Context: an optimization exercise on an open-source flow, tuned for small area, a short achievable clock period and few clock cycles per item. The choices shown serve that exercise and are no tape-out recipe.
Only simulation tests tie the RTL to the original design; equivalence was not proved.
Power and IR drop assume default switching activity.

**config.mk**
```make
export PLATFORM = sky130hd
export DESIGN_NAME = stream_byte_reassembler_core
export DESIGN_NICKNAME = stream_byte_reassembler_core
export VERILOG_FILES = /design/flow/design.v
export SDC_FILE = /design/flow/constraint.sdc
export NUM_CORES = 4
export LEC_CHECK = 0
export CAP_MARGIN = 20
export CORE_MARGIN = 2
export CORE_UTILIZATION = 40
export CTS_BUF_LIST = sky130_fd_sc_hd__clkbuf_4 sky130_fd_sc_hd__clkbuf_8 sky130_fd_sc_hd__clkbuf_16
export CTS_CLUSTER_DIAMETER = 60
export CTS_CLUSTER_SIZE = 24
export SETUP_SLACK_MARGIN = 3.0
export SLEW_MARGIN = 20
```
**constraint.sdc**
```tcl
create_clock -name core_clock -period 6.0 [get_ports {clk}]
set_input_delay 1.2000 -clock core_clock [delete_from_list [all_inputs] [get_ports {clk}]]
set_output_delay 1.2000 -clock core_clock [all_outputs]
set_load 0.01 [all_outputs]
```
**design.v**
```verilog
package sbr_pkg;
	localparam int WINDOW  = 64;
	localparam int IW      = $clog2(WINDOW);
	localparam int POS_W   = 32;
	localparam int BYTE_W  = 8;
	localparam int SPACE_W = 7;
endpackage
import sbr_pkg::*;
module stream_byte_reassembler_core (
	input  logic               clk,
	input  logic               arst_n,
	input  logic               req_valid,
	output logic               req_stall,
	input  logic               kind,
	input  logic [POS_W-1:0]   stream_index,
	input  logic [BYTE_W-1:0]  data_byte,
	input  logic               ends_stream,
	input  logic [SPACE_W-1:0] downstream_space,
	output logic               rsp_valid,
	input  logic               rsp_stall,
	output logic               out_valid,
	output logic [BYTE_W-1:0]  out_byte,
	output logic               last_of_run,
	output logic [SPACE_W-1:0] pending_count,
	output logic               stream_closed
);
	function automatic logic [IW-1:0] pe64(input logic [WINDOW-1:0] x);
		logic [WINDOW-1:0]      v;
		logic [WINDOW*IW-1:0]   ix;
		logic [WINDOW-1:0]      nv;
		logic [WINDOW*IW-1:0]   nix;
		begin
			v  = x;
			ix = '0;
			for (int l = 0; l < IW; l++) begin
				nv  = '0;
				nix = '0;
				for (int i = 0; i < (WINDOW >> (l + 1)); i++) begin
					nv[i] = v[2*i] | v[2*i+1];
					for (int b = 0; b < IW; b++) begin
						if (b < l)
							nix[i*IW+b] = v[2*i] ? ix[(2*i)*IW+b] : ix[(2*i+1)*IW+b];
						else if (b == l)
							nix[i*IW+b] = !v[2*i];
					end
				end
				v  = nv;
				ix = nix;
			end
			pe64 = ix[IW-1:0];
		end
	endfunction
	logic              qv_q;
	logic              qkind_q;
	logic [IW-1:0]     qplo_q;
	logic [SPACE_W-1:0] qd_q;
	logic              qsmall_q;
	logic [BYTE_W-1:0] qbyte_q;
	logic [SPACE_W-1:0] qroom_q;
	logic [POS_W-1:0]  next_q;
	logic [WINDOW-1:0] rel_q;
	logic [BYTE_W-1:0] ring_q [WINDOW];
	logic [POS_W-1:0]  end_q;
	logic              end_known_q;
	logic              blk_q;       
	logic              em_q;
	logic              r1v_q, r1d_q, r1l_q, r1f_q, r1nm_q, r1pcl_q;
	logic [BYTE_W-1:0] r1b_q;
	logic [IW-1:0]     r1rk_q;
	logic [SPACE_W-1:0] r1er_q;
	logic              r2v_q, r2d_q, r2l_q, r2f_q, r2nm_q, r2pcl_q;
	logic [BYTE_W-1:0] r2b_q;
	logic [IW-1:0]     r2k_q;
	logic [SPACE_W-1:0] r2er_q;
	logic              ov_q;
	logic              od_q;
	logic [BYTE_W-1:0] ob_q;
	logic              ol_q;
	logic [SPACE_W-1:0] op_q;
	logic              oc_q;
	logic              o_free, r2_move, r2_free, r1_move, r1_free;
	logic              do_proc, do_emit, take, adv;
	assign o_free    = !ov_q || !rsp_stall;
	assign r2_move   = r2v_q && o_free;
	assign r2_free   = !r2v_q || o_free;
	assign r1_move   = r1v_q && r2_free;
	assign r1_free   = !r1v_q || r2_free;
	assign do_emit   = em_q && r1_free;
	assign do_proc   = qv_q && !em_q && !blk_q && r1_free;
	assign take      = req_valid && !req_stall;
	logic              sta_q, stb_q;
	logic              qv_n, em_n, blk_n, r1v_n, r2v_n, ov_n;
	assign req_stall = sta_q || (stb_q && rsp_stall);
	logic [IW-1:0]     h, d6;
	logic              closed, in_range, in_win, st0, nm;
	logic              z0, z1, nonempty, last0, last_e;
	logic [WINDOW-1:0] ddec, setv;
	logic [SPACE_W-1:0] room1;
	logic [BYTE_W-1:0] rd_byte;
	assign h      = next_q[IW-1:0];
	assign d6     = qd_q[IW-1:0];
	assign closed = oc_q;
	assign in_range = !qkind_q && qsmall_q && !qd_q[IW];
	assign in_win   = !closed && in_range && (qd_q < qroom_q);
	assign st0      = in_win && (d6 == '0);
	assign nm       = in_win && !rel_q[d6];
	assign room1    = qroom_q - SPACE_W'(1);
	always_comb begin
		for (int i = 0; i < WINDOW; i++) begin
			ddec[i] = (d6 == IW'(i));
		end
	end
	assign setv = ddec & {WINDOW{in_win}};
	assign z0       = !(rel_q[0] || (in_range && (d6 == IW'(0)))) || (qroom_q == '0);
	assign z1       = !(rel_q[1] || (in_range && (d6 == IW'(1)))) || (qroom_q == SPACE_W'(1));
	assign nonempty = !closed && !z0;
	assign last0    = closed || z0 || z1;
	assign last_e   = (r1rk_q == IW'(1)) || !rel_q[1];
	logic [SPACE_W-1:0] er;
	logic               er_small;
	logic [POS_W-SPACE_W-1:0] nh, nh1;
	assign nh       = next_q[POS_W-1:SPACE_W];
	assign nh1      = nh + 1'b1;
	assign er       = end_q[SPACE_W-1:0] - next_q[SPACE_W-1:0];
	assign er_small = (end_q[SPACE_W-1:0] < next_q[SPACE_W-1:0]) ? (end_q[POS_W-1:SPACE_W] == nh1)
	                                                           : (end_q[POS_W-1:SPACE_W] == nh);
	assign rd_byte = ring_q[h];
	assign adv     = (do_proc && nonempty) || do_emit;
	logic [WINDOW-1:0] kdec, kz;
	always_comb begin
		for (int i = 0; i < WINDOW; i++) begin
			kdec[i] = (r1rk_q == IW'(i));
		end
	end
	assign kz = ~rel_q | kdec;
	logic [SPACE_W-1:0] kfull, pa_new;
	logic               cl_new;
	assign kfull  = {1'b0, r2k_q} + SPACE_W'(r2d_q);
	assign pa_new = op_q + SPACE_W'(r2nm_q) - kfull;
	assign cl_new = oc_q || (r2pcl_q && (r2er_q == kfull));
	logic [SPACE_W-1:0]  lo, dn;
	logic                eqa, eqb, sn;
	assign lo  = stream_index[SPACE_W-1:0] - next_q[SPACE_W-1:0];
	assign eqa = (stream_index[POS_W-1:SPACE_W] == nh);
	assign eqb = (stream_index[POS_W-1:SPACE_W] == nh1);
	always_comb begin
		sn = (stream_index[SPACE_W-1:0] >= next_q[SPACE_W-1:0]) ? eqa : eqb;
		dn = lo;
		if (adv) begin
			dn = lo - SPACE_W'(1);
			sn = (sn && (lo != '0)) || (eqb && (lo == '0));
		end
	end
	always_comb begin
		qv_n  = take ? 1'b1 : do_proc ? 1'b0 : qv_q;
		em_n  = do_proc ? !last0 : do_emit ? !last_e : em_q;
		blk_n = do_proc ? (!closed && end_known_q && er_small)
		                : (r2_move && r2f_q && r2pcl_q) ? 1'b0 : blk_q;
		r1v_n = (do_proc || do_emit) ? 1'b1 : r1_move ? 1'b0 : r1v_q;
		r2v_n = r1_move ? 1'b1 : r2_move ? 1'b0 : r2v_q;
		ov_n  = r2_move ? 1'b1 : !rsp_stall ? 1'b0 : ov_q;
	end
	always_ff @(posedge clk or negedge arst_n) begin
		if (!arst_n) begin
			qv_q        <= 1'b0;
			next_q      <= '0;
			rel_q       <= '0;
			end_known_q <= 1'b0;
			blk_q       <= 1'b0;
			em_q        <= 1'b0;
			r1v_q       <= 1'b0;
			r2v_q       <= 1'b0;
			ov_q        <= 1'b0;
			sta_q       <= 1'b0;
			stb_q       <= 1'b0;
			op_q        <= '0;
			oc_q        <= 1'b0;
		end else begin
			qv_q  <= qv_n;
			em_q  <= em_n;
			blk_q <= blk_n;
			r1v_q <= r1v_n;
			r2v_q <= r2v_n;
			ov_q  <= ov_n;
			sta_q <= qv_n && (em_n || blk_n);
			stb_q <= qv_n && r1v_n && r2v_n && ov_n;
			if (take && ends_stream) begin
				end_known_q <= 1'b1;
			end
			if (adv) begin
				next_q <= next_q + POS_W'(1);
			end
			if (do_proc) begin
				if (nonempty) begin
					rel_q <= (rel_q | setv) >> 1;
				end else begin
					rel_q <= rel_q | setv;
				end
			end else if (do_emit) begin
				rel_q <= rel_q >> 1;
			end
			if (r2_move && r2f_q) begin
				op_q <= pa_new;
				oc_q <= cl_new;
			end
		end
	end
	always_ff @(posedge clk) begin
		if (qv_q && !em_q && in_win) ring_q[qplo_q] <= qbyte_q;
	end
	always_ff @(posedge clk) begin
		if (take) begin
			qplo_q   <= stream_index[IW-1:0];
			qd_q     <= dn;
			qkind_q  <= kind;
			qsmall_q <= sn;
			qbyte_q  <= data_byte;
			qroom_q  <= (downstream_space > SPACE_W'(WINDOW)) ? SPACE_W'(WINDOW) : downstream_space;
			if (ends_stream) end_q <= stream_index + POS_W'(!kind);
		end else if (adv) begin
			qd_q <= qd_q - SPACE_W'(1);
			if (qd_q == '0) qsmall_q <= 1'b0;
		end
		if (do_proc) begin
			r1d_q   <= nonempty;
			r1b_q   <= !nonempty ? '0 : st0 ? qbyte_q : rd_byte;
			r1l_q   <= last0;
			r1f_q   <= 1'b1;
			r1nm_q  <= nm;
			r1pcl_q <= !closed && end_known_q && er_small;
			r1er_q  <= er;
			r1rk_q  <= room1[IW-1:0];
		end else if (do_emit) begin
			r1rk_q  <= r1rk_q - IW'(1);
			r1d_q   <= 1'b1;
			r1b_q   <= rd_byte;
			r1l_q   <= last_e;
			r1f_q   <= 1'b0;
		end
		if (r1_move) begin
			r2d_q   <= r1d_q;
			r2b_q   <= r1b_q;
			r2l_q   <= r1l_q;
			r2f_q   <= r1f_q;
			r2nm_q  <= r1nm_q;
			r2pcl_q <= r1pcl_q;
			r2er_q  <= r1er_q;
			r2k_q   <= r1d_q ? pe64(kz) : '0;
		end
		if (r2_move) begin
			od_q <= r2d_q;
			ob_q <= r2b_q;
			ol_q <= r2l_q;
		end
	end
	assign rsp_valid     = ov_q;
	assign out_valid     = od_q;
	assign out_byte      = ob_q;
	assign last_of_run   = ol_q;
	assign pending_count = op_q;
	assign stream_closed = oc_q;
endmodule
```
**run.sh**
```bash
#!/bin/bash
# synth_recipe.tcl (not shown) runs the flow's synth.tcl, then flattens the netlist and writes it again
# the make line also repeats each setting of config.mk as NAME=value (left out here)
make -C /OpenROAD-flow-scripts/flow DESIGN_CONFIG=/design/flow/config.mk WORK_HOME=/design/flow/orfs CLKGATE_MAP_FILE= SYNTH_SCRIPT=/design/flow/synth_recipe.tcl finish
```
==> impl_metrics.yaml, run 1 <==
logic_synthesis:
  avgSynthCellArea_um2: 13.9
  synth_edf_count: 635
  yosysMostFrequentCell: "edfxtp_1"
  syn_inst: 2568
  yosysWarnings: 1
  yosys-top-cells-area: "edfxtp_1 53%, mux4_2 11%, dfrtp_1 7.9%"
  syn-cell-area_um2: 35700
  yosysTopAreaCell: "edfxtp_1"
  synth_flop_cell: "edfxtp_1"
  ys_seq_area_share_pct: 61.4
  async_flop_share_pct: 15.1
  synth_top_cell_area_share_pct: 53.5
  ys_types: 93
  syn-num-nets: 2675
  synth.ff_latch_count: 749
  ys_top_cells_by_count: "635 x edfxtp_1, 210 x nand2_1, 201 x nor2_1, 181 x mux4_2, 139 x a21oi_1"
floorplan:
  coreArea_um2: 88400
  die_w_um: 303
  initial_utilization_pct: 40.4
  io_pins: 73
  num_rows: 109
  die_area_um2: 91600
  die_h_um: 303
timing:
  hold_viol: 0
  setup_violations: 0
  skew_ns: 0.0320
  slew_violations: 0
  tightest_slew_ns: 1.01
  max_freq_mhz: 328
  fin_setup_tns_ns: 0
  maxSlewHeadroom_pct: 32.7
  rsz0062_at_grt: "true"
  min_period_ns: 3.05
  period_share_pct: 50.8
global_route:
  grt_pass1_vias: 23300
  grt_max_degree: 66
  track_usage_pct: 22.7
  grt_pass1_wl_um: 156000
  antenna_found_initial: 2
  grt_overflow: 0
min_path:
  min_path_cells: 0
  hold_path_end: "r2b_q[5]"
  hold_path_class: "register to register"
  hp-start: "r1b_q[5]"
worst_setup_path:
  critPathKind: "primary input to register"
  worst_ep_required_time_ns: 6.41
  r2r_cells: 9
  critPathLaunchType: "primary input"
  r2r_slack_ns: 3.01
  r2r-end: "r2k_q[1]"
  crit_arrival_ns: 3.46
  reg2reg_from: "r1rk_q[0]"
  critPathMaxFanout: 6
  endpoint_kind: "register"
clock_tree:
  cts_hold_buf: 0
  cts_buffer_depth: 3
  root_buffer: "clkbuf_16"
  clk_latency_ns: 0.67
  cts_tree: "built"
  htreeDepth: 2
  numCtsBuffers: 57
  path_clk_slew_ns: 0.08
  clock_sinks: 749
drt:
  drt_iter0_drc: 3377
  drt_wl_total_um: 107000
  dr.pass1.iters: 6
  wire_per_inst_um: 27.2
  postRouteAntennaNets: 0
  vias: 24100
  via_per_inst: 6.13
  drc_errors: 0
place:
  place_hpwl_um: 67400
  place.gp.congestion: 0.956
  port_buffers: 72
layout:
  final_layout_size_suffix_gt1_share_pct: 26.1
  multi_input_area_um2: 14300
  final_nets: 2830
  syn_to_final_growth_pct: 19.6
  register_area_um2: 22000
  nFillCells: 7500
power:
  leakagePower_nw: 14.3
  total_power_w: 0.0200
  ir_worst_vdd_mv: 0.343
  p_per_area_nw_per_um2: 470
flow_run:
  maxCapViolations: 0
outcome:
  status: "finished clean"
-- worst max-delay path by stage --
stage / slack [ns] / end / from / cells after the start
finish: 2.95 / qsmall_q / stream_index[1] / 10
global placement: 1.54 / next_q[27] / rsp_stall / 8
floorplan: 2.71 / qsmall_q / stream_index[0] / 12
global route: 2.91 / r2k_q[1] / r1rk_q[2] / 8
detailed placement: 1.43 / next_q[27] / rsp_stall / 8
CTS: 2.94 / end_q[25] / stream_index[8] / 8
-- sequential cells by signal, summed over array words and instances, names as in the netlist, 6 cells and up --
name     cells
rel_q       64
qbyte_q      8
qroom_q      7
r2b_q        8
qplo_q       6
r1er_q       7
next_q      32
ring_q     512
ob_q         8
r1b_q        8
op_q         7
end_q       32
qd_q         7
r2k_q        6
r1rk_q       6
r2er_q       7
-- cell usage in the layout, fill, tap and decap left out, drive strengths merged, types with 18 or more instances in the layout --
| cell type | count |
|---|---|
| and2 | 22 |
| o21ai | 104 |
| nor2b | 21 |
| dfrtp | 113 |
| xor2 | 79 |
| nor3 | 38 |
| nand2 | 213 |
| edfxtp | 635 |
| a31oi | 30 |
| xnor2 | 100 |
| nand4 | 34 |
| nor4 | 18 |
| nor2 | 202 |
| inv | 75 |
| a21oi | 139 |
| o32a | 19 |
| mux4 | 181 |
| ha | 51 |
| buf | 178 |
| clkbuf | 65 |
| clkdlybuf4s50 | 58 |
| nand3 | 72 |
-- stage by stage --
stage	area, µm²	cells	setup WS [ns]	utilization (%)	hold WS (ns)
after floorplan	35800	2568	2.71	-	0.400
after global placement	37600	3680	1.54	42.5	0.407
after detailed placement	37600	3681	1.43	42.6	0.412
after CTS	41700	3870	2.94	47.2	0.433
after global routing	42700	3931	2.91	48.3	0.441
final	42700	3932	2.95	48.3	0.428
-- power by group --
group	switching, W	internal (W)
clock network	0.00215	0.00195
registers	0.000850	0.00650
logic	0.00487	0.00373
-- repair_timing --
action,CTS,global route
gates cloned,7,4
buffers inserted,80,57
pin swaps,51,46
endpoints found under the setup margin,675,504
resized for setup,305,83
-- cell families (layout without fill, tap and decap cells) --
logic type | Yosys count | count (layout) | share of synthesized area [%]
buf+inv | 218 | 413 | 2.44
fa+ha+maj | 55 | 55 | 1.99
simple gates | 714 | 715 | 9.68
xor+xnor | 179 | 179 | 4.39
mux | 188 | 188 | 11.6
other cells | 0 | 1 | 0
compound gates | 465 | 467 | 8.44
flops | 749 | 749 | 61.4
-- cell type report --
| class | instances | share of cell area (%) |
|---|---|---|
| flip-flops and latches | 749 | 51.5 |
| inverters | 57 | 0.619 |
| repair buffers | 253 | 6.18 |
| repair inverters | 1 | 0.0205 |
| well taps | 1165 | 3.42 |
| diodes | 1 | 0.00587 |
| clock inverters | 42 | 1.31 |
| clock buffers | 60 | 3.41 |
| multi-input cells | 1604 | 33.6 |
-- worst max-delay path, stage by stage --
cell	delay [ns]
buf_2	0.24
ha_1	0.31
nor2b_1	0.17
o21ai_2	0.19
a21boi_2	0.12
or4_4	0.44
o311ai_4	0.13
and3_4	0.26
a31oi_4	0.09
mux2_4	0.30
-- per-layer routing --
metal / GRT usage [%] / wire length, µm
met1: 31.3 / 42600
met5: 0 / 13
met4: 6.97 / 4120
met3: 3.97 / 9560
met2: 37.0 / 50700
Testbench counts, summed over its fixed seeds: cycles 14,740, items 9,629.
==> run 2: changes to the inputs <==
--- a/config.mk
+++ b/config.mk
@@ -10,5 +10,3 @@
 export CORE_UTILIZATION = 40
-export CTS_BUF_LIST = sky130_fd_sc_hd__clkbuf_4 sky130_fd_sc_hd__clkbuf_8 sky130_fd_sc_hd__clkbuf_16
-export CTS_CLUSTER_DIAMETER = 60
-export CTS_CLUSTER_SIZE = 24
+export CTS_BUF_LIST = sky130_fd_sc_hd__clkbuf_4 sky130_fd_sc_hd__clkbuf_8
 export SETUP_SLACK_MARGIN = 3.0
==> run 2 against run 1 <==
Effect of this change:
- design area is 0.58% higher
- wire length is 0.87% higher
- still clean on timing, DRC and antenna
- clock skew is 0.020 ns higher
- sequential power hardly changed
- largest power group unchanged
- largest cell class unchanged
==> impl_metrics.yaml, run 2 <==
logic_synthesis:
  ys_types: 93
  yosys.area_share.xor_xnor_pct: 4.39
  ys_seq_area_share_pct: 61.4
  yosysTopAreaCell: "edfxtp_1"
  synth_edf_count: 635
  syn_inst: 2568
  synth.mux.area_fraction_pct: 11.6
  synth_flop_cell: "edfxtp_1"
  yosysWarnings: 1
  synthAdderAreaFrac_pct: 1.99
  yosysMostFrequentCell: "edfxtp_1"
  synth_top_family_by_area: "multiplexers"
  synth-simple-area-share_pct: 9.68
  yosys-top-cells-area: "edfxtp_1 53%, mux4_2 11%, dfrtp_1 7.9%"
  synth_top_cell_area_share_pct: 53.5
  avgSynthCellArea_um2: 13.9
  async_flop_share_pct: 15.1
  syn-cell-area_um2: 35700
  ys_top_cells_by_count: "635 x edfxtp_1, 210 x nand2_1, 201 x nor2_1, 181 x mux4_2, 139 x a21oi_1"
  synth_compound_area_share_pct: 8.44
  syn-num-nets: 2675
  synth.ff_latch_count: 749
layout:
  largest_register: "ring_q"
  largest_register_ffs: 512
  mostFrequentLayoutCells: "635 x edfxtp_1, 203 x nand2_1, 181 x mux4_2, 139 x buf_4, 130 x a21oi_1"
  syn_to_final_growth_pct: 20.3
  nFillCells: 7553
  reg_top3: "ring_q x512, rel_q x64"
  layout_commonest_cell: "edfxtp_1"
  final_layout_size_suffix_gt1_share_pct: 27.4
  final_nets: 2891
  instances_no_fill: 4042
  multi_input_area_um2: 14200
  register_area_um2: 22000
drt:
  drc_errors: 0
  via_per_inst: 6.01
  wire_per_inst_um: 26.7
  dr.pass1.iters: 6
  postRouteAntennaNets: 0
  drt_iter0_drc: 2963
  drt_wl_total_um: 108000
  vias: 24300
power:
  switching_share_pct: 38.0
  p_per_area_nw_per_um2: 473
  power.share.combinational_pct: 41.5
  p_int_w: 0.0126
  leakagePower_nw: 14.5
  ir_worst_vdd_mv: 0.320
  switching_power_w: 0.00772
  clkPwrFrac_pct: 22.3
  seqPwrFrac_pct: 36.2
floorplan:
  initial_utilization_pct: 40.4
  die_w_um: 303
  coreArea_um2: 88400
  die_h_um: 303
  die_area_um2: 91600
  io_pins: 73
  num_rows: 109
worst_setup_path:
  crit_slowest_cell: "dlygate4sd2_1"
  r2r_slack_ns: 2.96
  endpoint_kind: "register"
  worst_ep_required_time_ns: 6.48
  critPathMaxFanout: 6
  r2r_cells: 11
  crit_path_max_incr_delay_ns: 0.50
  path_cells: "dlygate4sd2_1 -> ha_1 -> a21boi_1 -> o31ai_2 -> o311ai_4 -> and3_1 -> a31oi_2 -> mux2_4"
  crit_arrival_ns: 3.54
  critPathTopFamily: "compound AO/OA/AOI/OAI gates"
  reg2reg_from: "next_q[1]"
  critPathLaunchType: "primary input"
  critPathKind: "primary input to register"
  r2r-end: "sta_q"
  crit_buf_inv: 1
min_path:
  min_path_cells: 0
  hold_path_class: "register to register"
  hp-start: "r1b_q[5]"
  hold_path_end: "r2b_q[5]"
clock_tree:
  root_buffer: "clkbuf_8"
  numCtsBuffers: 121
  clock_sinks: 749
  clk_latency_ns: 0.78
  cts_tree: "built"
  cts_buffer_depth: 3
  htreeDepth: 3
  path_clk_slew_ns: 0.06
place:
  place.gp.congestion: 0.956
  place_hpwl_um: 67400
  port_buffers: 72
  placed_cells: 3681
timing:
  period_share_pct: 51.0
  fin_setup_tns_ns: 0
  maxSlewHeadroom_pct: 32.3
  tightest_slew_ns: 1.01
  setup_violations: 0
  rsz0062_at_grt: "true"
  max_freq_mhz: 327
  slew_violations: 0
  skew_ns: 0.0525
  min_period_ns: 3.06
  hold_viol: 0
global_route:
  antenna_found_initial: 5
  grt_pass1_vias: 23800
  grt_max_degree: 66
  grt_pass1_wl_um: 157000
  track_usage_pct: 22.9
  grt_overflow: 0
outcome:
  status: "finished clean"
flow_run:
  maxCapViolations: 0
==> run 2: repair_timing <==
action                                  CTS  global route
setup buffers                            67            67
gates resized for setup                 280            89
hold buffers                              0             0
gates cloned                              6             5
endpoints found under the setup margin  671           519
pin swaps                                34            49
==> run 2: worst reg2reg max path: stages (launching register included) <==
cell	delay [ns]
dfrtp_4	0.51
clkinvlp_4	0.13
ha_1	0.28
nor2b_2	0.18
o31ai_4	0.34
a21oi_4	0.14
buf_4	0.18
o41a_1	0.51
nor4_1	0.28
nand4_1	0.17
buf_6	0.16
o21ai_2	0.10
==> run 2: stage by stage <==
stage	instance area (µm²)	power (W)	worst slack, ns	hold WS (ns)	util (%)
6_report	42900	0.0203	2.94	0.418	48.6
5_1_grt	42900	0.0212	2.87	0.432	48.6
4_1_cts	41800	0.0198	3.00	0.424	47.3
3_5_place_dp	37600	0.0146	1.43	0.412	42.6
3_3_place_gp	37600	0.0145	1.54	0.407	42.5
2_1_floorplan	35800	0.0121	2.71	0.400	-
==> run 2: cells by family (layout without fill, tap and decap cells) <==
group                    count (synthesis)  count (layout)
other                                    0               2
multiplexers                           188             188
AO/OA/AOI/OAI                          465             467
buffers and inverters                  218             522
adder cells (fa/ha/maj)                 55              55
XOR/XNOR                               179             179
flip-flops                             749             749
AND/OR/NAND/NOR                        714             715
==> run 2: layer usage <==
metal  wire (µm)  GRT usage [%]  vias to the layer above
met3        9040           4.88                      286
li1            -              -                    10400
met4        4170           8.23                        6
met2       51400           36.9                     1297
met5          42              0                        -
met1       43300           30.8                    12300
==> run 2: worst max-delay path by stage <==
stage / start / endpoint / slack, ns / cells past startpoint
after detailed placement: rsp_stall / next_q[27] / 1.43 / 8
after floorplan: stream_index[0] / qsmall_q / 2.71 / 12
after global routing: next_q[1] / r1pcl_q / 2.87 / 10
after CTS: next_q[1] / r1b_q[4] / 3.00 / 9
final: stream_index[3] / qsmall_q / 2.94 / 8
after global placement: rsp_stall / next_q[27] / 1.54 / 8
==> run 2: power by group through the flow <==
| stage | clock network, W | registers, W | logic (W) |
|---|---|---|---|
| global route | 0.00484 | 0.00736 | 0.00898 |
| floorplan | 0 | 0.00702 | 0.00507 |
| CTS | 0.00461 | 0.00733 | 0.00785 |
| global placement | 0 | 0.00748 | 0.00699 |
| finish | 0.00453 | 0.00735 | 0.00842 |
| detailed placement | 0 | 0.00749 | 0.00711 |
==> run 2: final cells by class <==
class | instances | area share [%]
Sequential cell | 749 | 51.2
Multi-Input combinational cell | 1604 | 33.2
Antenna cell | 2 | 0.0117
Timing Repair inverter | 1 | 0.0204
Clock inverter | 56 | 1.09
Tap cell | 1165 | 3.40
Inverter | 57 | 0.607
Clock buffer | 158 | 4.57
Timing Repair Buffer | 250 | 5.96
==> run 3: changes to the inputs <==
--- a/design.v
+++ b/design.v
@@ -66,3 +66,3 @@
 	logic              em_q;
-	logic              r1v_q, r1d_q, r1l_q, r1f_q, r1nm_q, r1pcl_q;
+	logic              r1v_q, r1d_q, r1l_q, r1f_q, r1nm_q, r1s_q, r1pcl_q;
 	logic [BYTE_W-1:0] r1b_q;
@@ -70,3 +70,3 @@
 	logic [SPACE_W-1:0] r1er_q;
-	logic              r2v_q, r2d_q, r2l_q, r2f_q, r2nm_q, r2pcl_q;
+	logic              r2v_q, r2d_q, r2l_q, r2f_q, r2nm_q, r2s_q, r2pcl_q;
 	logic [BYTE_W-1:0] r2b_q;
@@ -92,2 +92,5 @@
 	logic              qv_n, em_n, blk_n, r1v_n, r2v_n, ov_n;
+	logic              we_q, we_n;
+	logic              qkind_n, qsmall_n;
+	logic [SPACE_W-1:0] qd_n, qroom_n, room_in;
 	assign req_stall = sta_q || (stb_q && rsp_stall);
@@ -137,3 +140,3 @@
 	logic               cl_new;
-	assign kfull  = {1'b0, r2k_q} + SPACE_W'(r2d_q);
+	assign kfull  = {1'b0, r2k_q} + SPACE_W'(r2s_q);
 	assign pa_new = op_q + SPACE_W'(r2nm_q) - kfull;
@@ -143,11 +146,19 @@
 	assign lo  = stream_index[SPACE_W-1:0] - next_q[SPACE_W-1:0];
+	assign room_in = (downstream_space > SPACE_W'(WINDOW)) ? SPACE_W'(WINDOW) : downstream_space;
 	assign eqa = (stream_index[POS_W-1:SPACE_W] == nh);
 	assign eqb = (stream_index[POS_W-1:SPACE_W] == nh1);
-	always_comb begin
-		sn = (stream_index[SPACE_W-1:0] >= next_q[SPACE_W-1:0]) ? eqa : eqb;
-		dn = lo;
-		if (adv) begin
-			dn = lo - SPACE_W'(1);
-			sn = (sn && (lo != '0)) || (eqb && (lo == '0));
-		end
+	logic [SPACE_W-1:0]  lo1;
+	logic                sn0, sn1, win0, win1;
+	assign sn0  = (stream_index[SPACE_W-1:0] >= next_q[SPACE_W-1:0]) ? eqa : eqb;
+	assign lo1  = lo - SPACE_W'(1);
+	assign sn1  = (sn0 && (lo != '0)) || (eqb && (lo == '0));
+	assign win0 = !kind && sn0 && !lo[IW] && (lo < room_in);
+	assign win1 = !kind && sn1 && !lo1[IW] && (lo1 < room_in);
+	assign dn   = adv ? lo1 : lo;
+	assign sn   = adv ? sn1 : sn0;
+	always_comb begin
+		qkind_n  = take ? kind : qkind_q;
+		qroom_n  = take ? room_in : qroom_q;
+		qd_n     = take ? dn : adv ? qd_q - SPACE_W'(1) : qd_q;
+		qsmall_n = take ? sn : (adv && (qd_q == '0)) ? 1'b0 : qsmall_q;
 	end
@@ -161,2 +172,10 @@
 		ov_n  = r2_move ? 1'b1 : !rsp_stall ? 1'b0 : ov_q;
+		if (take) begin
+			we_n = adv ? win1 : win0;
+		end else if (adv) begin
+			we_n = !qkind_q && qsmall_q && (qd_q != '0) && (qd_q <= SPACE_W'(WINDOW)) && (qd_q <= qroom_q);
+		end else begin
+			we_n = !qkind_q && qsmall_q && !qd_q[IW] && (qd_q < qroom_q);
+		end
+		we_n = we_n && qv_n && !em_n;
 	end
@@ -174,2 +193,3 @@
 			sta_q       <= 1'b0;
+			we_q        <= 1'b0;
 			stb_q       <= 1'b0;
@@ -186,2 +206,3 @@
 			stb_q <= qv_n && r1v_n && r2v_n && ov_n;
+			we_q  <= we_n;
 			if (take && ends_stream) begin
@@ -208,3 +229,3 @@
 	always_ff @(posedge clk) begin
-		if (qv_q && !em_q && in_win) ring_q[qplo_q] <= qbyte_q;
+		if (we_q) ring_q[qplo_q] <= qbyte_q;
 	end
@@ -213,12 +234,9 @@
 			qplo_q   <= stream_index[IW-1:0];
-			qd_q     <= dn;
-			qkind_q  <= kind;
-			qsmall_q <= sn;
 			qbyte_q  <= data_byte;
-			qroom_q  <= (downstream_space > SPACE_W'(WINDOW)) ? SPACE_W'(WINDOW) : downstream_space;
 			if (ends_stream) end_q <= stream_index + POS_W'(!kind);
-		end else if (adv) begin
-			qd_q <= qd_q - SPACE_W'(1);
-			if (qd_q == '0) qsmall_q <= 1'b0;
-		end
+		end
+		qkind_q  <= qkind_n;
+		qroom_q  <= qroom_n;
+		qd_q     <= qd_n;
+		qsmall_q <= qsmall_n;
 		if (do_proc) begin
@@ -229,2 +247,3 @@
 			r1nm_q  <= nm;
+			r1s_q   <= nonempty;
 			r1pcl_q <= !closed && end_known_q && er_small;
@@ -245,5 +264,6 @@
 			r2nm_q  <= r1nm_q;
+			r2s_q   <= r1s_q;
 			r2pcl_q <= r1pcl_q;
 			r2er_q  <= r1er_q;
-			r2k_q   <= r1d_q ? pe64(kz) : '0;
+			r2k_q   <= r1s_q ? pe64(kz) : '0;
 		end
--- a/config.mk
+++ b/config.mk
@@ -11,3 +11,3 @@
 export CTS_BUF_LIST = sky130_fd_sc_hd__clkbuf_4 sky130_fd_sc_hd__clkbuf_8
-export SETUP_SLACK_MARGIN = 3.0
+export SETUP_SLACK_MARGIN = 3.3
 export SLEW_MARGIN = 20
==> run 3 against run 2 <==
Effect of this change:
- still clean on timing, DRC and antenna
- total power increased by 9.3%
- first-iteration DRC count is 7.0% lower
- via count grew 3.5%
- non-clock buffer count is 50 higher
- utilization grew 0.88 points
- critical endpoint is now we_q
- largest cell class unchanged
- largest power group unchanged
==> impl_metrics.yaml, run 3 <==
outcome:
  status: "finished clean"
layout:
  mostFrequentLayoutCells: "637 x edfxtp_1, 189 x mux4_2, 182 x nand2_1, 161 x buf_4, 150 x nor2_1"
  reg_top3: "ring_q x512, rel_q x64"
  final_layout_size_suffix_gt1_share_pct: 30.6
  final_nets: 3025
  layout_commonest_cell: "edfxtp_1"
  syn_to_final_growth_pct: 22.5
  largest_register_ffs: 512
  final_area_um2: 44500
  largest_register: "ring_q"
timing:
  period_share_pct: 55.8
  min_period_ns: 3.35
  setup_violations: 0
  hold_viol: 0
  skew_ns: 0.0504
  slew_violations: 0
  maxSlewHeadroom_pct: 27.2
  tightest_slew_ns: 1.09
  rsz0062_at_grt: "true"
  max_freq_mhz: 299
  fin_setup_tns_ns: 0
floorplan:
  die_h_um: 305
  die_w_um: 305
  num_rows: 110
  die_area_um2: 93300
  initial_utilization_pct: 40.4
  coreArea_um2: 90000
  io_pins: 73
logic_synthesis:
  yosysTopAreaCell: "edfxtp_1"
  syn-cell-area_um2: 36300
  ys_types: 95
  yosysWarnings: 1
  syn-num-nets: 2743
  ys_top_cells_by_count: "637 x edfxtp_1, 195 x nand2_1, 189 x mux4_2, 165 x nor2_1, 137 x o21ai_0"
  yosysMostFrequentCell: "edfxtp_1"
  synth_edf_count: 637
  ys_seq_area_share_pct: 60.5
  synth_top_cell_area_share_pct: 52.6
  async_flop_share_pct: 15.2
  avgSynthCellArea_um2: 13.8
  yosys-top-cells-area: "edfxtp_1 53%, mux4_2 12%, dfrtp_1 7.9%"
  syn_inst: 2625
  synth.ff_latch_count: 752
  synth_flop_cell: "edfxtp_1"
global_route:
  antenna_found_initial: 3
  grt_max_degree: 66
  grt_pass1_vias: 24300
  grt_pass1_wl_um: 162000
  track_usage_pct: 23.1
  grt_overflow: 0
drt:
  drt_iter0_drc: 2755
  drt_wl_total_um: 109000
  vias: 25200
  drc_errors: 0
  wire_per_inst_um: 26.1
  dr.pass1.iters: 8
  postRouteAntennaNets: 0
  via_per_inst: 6.02
place:
  port_buffers: 72
  place.gp.congestion: 0.926
  place_hpwl_um: 68200
  placed_cell_area_um2: 38400
clock_tree:
  path_clk_slew_ns: 0.06
  htreeDepth: 4
  cts_hold_buf: 0
  numCtsBuffers: 130
  clock_sinks: 752
  clk_latency_ns: 0.82
  cts_buffer_depth: 3
  cts_tree: "built"
  root_buffer: "clkbuf_8"
power:
  ir_worst_vdd_mv: 0.283
  total_power_w: 0.0222
  p_per_area_nw_per_um2: 498
  leakagePower_nw: 15.3
flow_run:
  maxCapViolations: 0
worst_setup_path:
  endpoint_kind: "register"
  worst_ep_required_time_ns: 6.66
  crit_arrival_ns: 4.01
  critPathLaunchType: "primary input"
  critPathMaxFanout: 4
  critPathKind: "primary input to register"
min_path:
  hold_path_class: "register to register"
==> run 3: path summary, 6_finish.rpt <==
path	slack, ns	depth (start not counted)	endpoint	from
worst max-delay path	2.65	18	we_q	stream_index[0]
worst min-delay path	0.42	0	r2er_q[1]	r1er_q[1]
worst max register to register	2.77	16	we_q	next_q[0]
worst min register to register	0.42	0	r2er_q[1]	r1er_q[1]
max in group asynchronous	4.04	2	next_q[22]	arst_n
min in group asynchronous	0.46	1	op_q[0]	arst_n
==> run 3: per-layer routing <==
metal / vias up / global-route usage, % / wire, µm
met3: 262 / 4.48 / 8920
li1: 10800 / - / -
met4: 0 / 7.62 / 3660
met2: 1305 / 35.1 / 50000
met5: - / 0 / 0
met1: 12800 / 33.4 / 46800
==> run 3: final cells by class <==
type,count,area (µm²)
fillers,7670,45500
flip-flops and latches,752,22000
multi-input cells,1645,14800
repair buffers,300,3170
clock buffers,184,2220
well taps,1176,1470
clock inverters,48,435
inverters,76,320
repair inverters,2,12.5
diodes,1,2.50
==> run 3: logic make-up after synthesis <==
logic type | after synthesis | share of synthesized area (%)
flops | 752 | 60.5
simple gates | 739 | 10.3
compound gates | 464 | 8.11
buf+inv | 234 | 2.58
mux | 198 | 12.0
xor+xnor | 173 | 4.17
fa+ha+maj | 65 | 2.30
==> run 3: critical path: stages <==
cell and delay (ns):
buf_12 0.11, inv_12 0.04, ha_4 0.12, inv_2 0.04
fa_2 0.47, a211oi_4 0.26, o21bai_1 0.12, a21oi_2 0.19
xnor2_2 0.16, inv_2 0.07, xnor2_1 0.13, ha_1 0.28
o21ai_1 0.06, a21o_1 0.16, and3b_1 0.15, mux2i_1 0.13
o21ai_1 0.09, a31o_2 0.20
==> run 3: timing repair <==
action | CTS | global route
cloned | 19 | 8
endpoints found under the setup margin | 200 | 120
endpoints found under the hold margin | 0 | 0
setup buffers | 107 | 62
pin swaps | 50 | 81
gates resized for setup | 333 | 172
==> run 3: where the power goes <==
part	total (W)	leakage, nW	switching [W]	internal (W)
clock network	0.00476	1.40	0.00222	0.00254
logic	0.0101	6.75	0.00554	0.00458
registers	0.00730	7.13	0.000733	0.00656
total	0.0222	15.3	0.00849	0.0137
==> run 3: per-stage QoR <==
step | setup WS, ns | utilization [%] | hold WS (ns) | cells
after floorplan | 2.18 | - | 0.400 | 2625
after global routing | 2.56 | 49.4 | 0.420 | 4184
final | 2.65 | 49.4 | 0.418 | 4184
after global placement | 1.13 | 42.7 | 0.404 | 3755
after CTS | 2.77 | 48.1 | 0.408 | 4113
after detailed placement | 1.15 | 42.7 | 0.407 | 3755
Testbench counts of run 3, summed over its fixed seeds: cycles 14,740, items 9,629.

-- re-timing with driven ports --
Ports are ideal in the flow. The routed layouts listed here were re-timed in OpenROAD.
Step 1, drivers: a clkbuf_16 drives clk and a buf_2 each remaining input, both assumed.
Step 2, shift: input delay + t, output delay - t, t = (earliest + latest rising clock arrival at the registers) / 2. This alone moves slack from input paths to output paths.
a / b / c = no drivers / after step 1 / after step 2; a / b = the first two.
run | t (ns) | slack for setup (ns) | worst setup path at the end | cell pins on the clock port's net
run 1 | 0.724 | 2.951 / 2.932 / 2.207 | input to register | 1
run 2 | 0.811 | 2.938 / 2.907 / 2.096 | input to register | 1
run 3 | 0.861 | 2.654 / 2.671 / 1.810 | input to register | 1
After both steps every run listed still meets setup and hold. The setup slack of run 3, which loses most, moves by +0.017 ns with the drivers and by -0.844 ns with both steps.
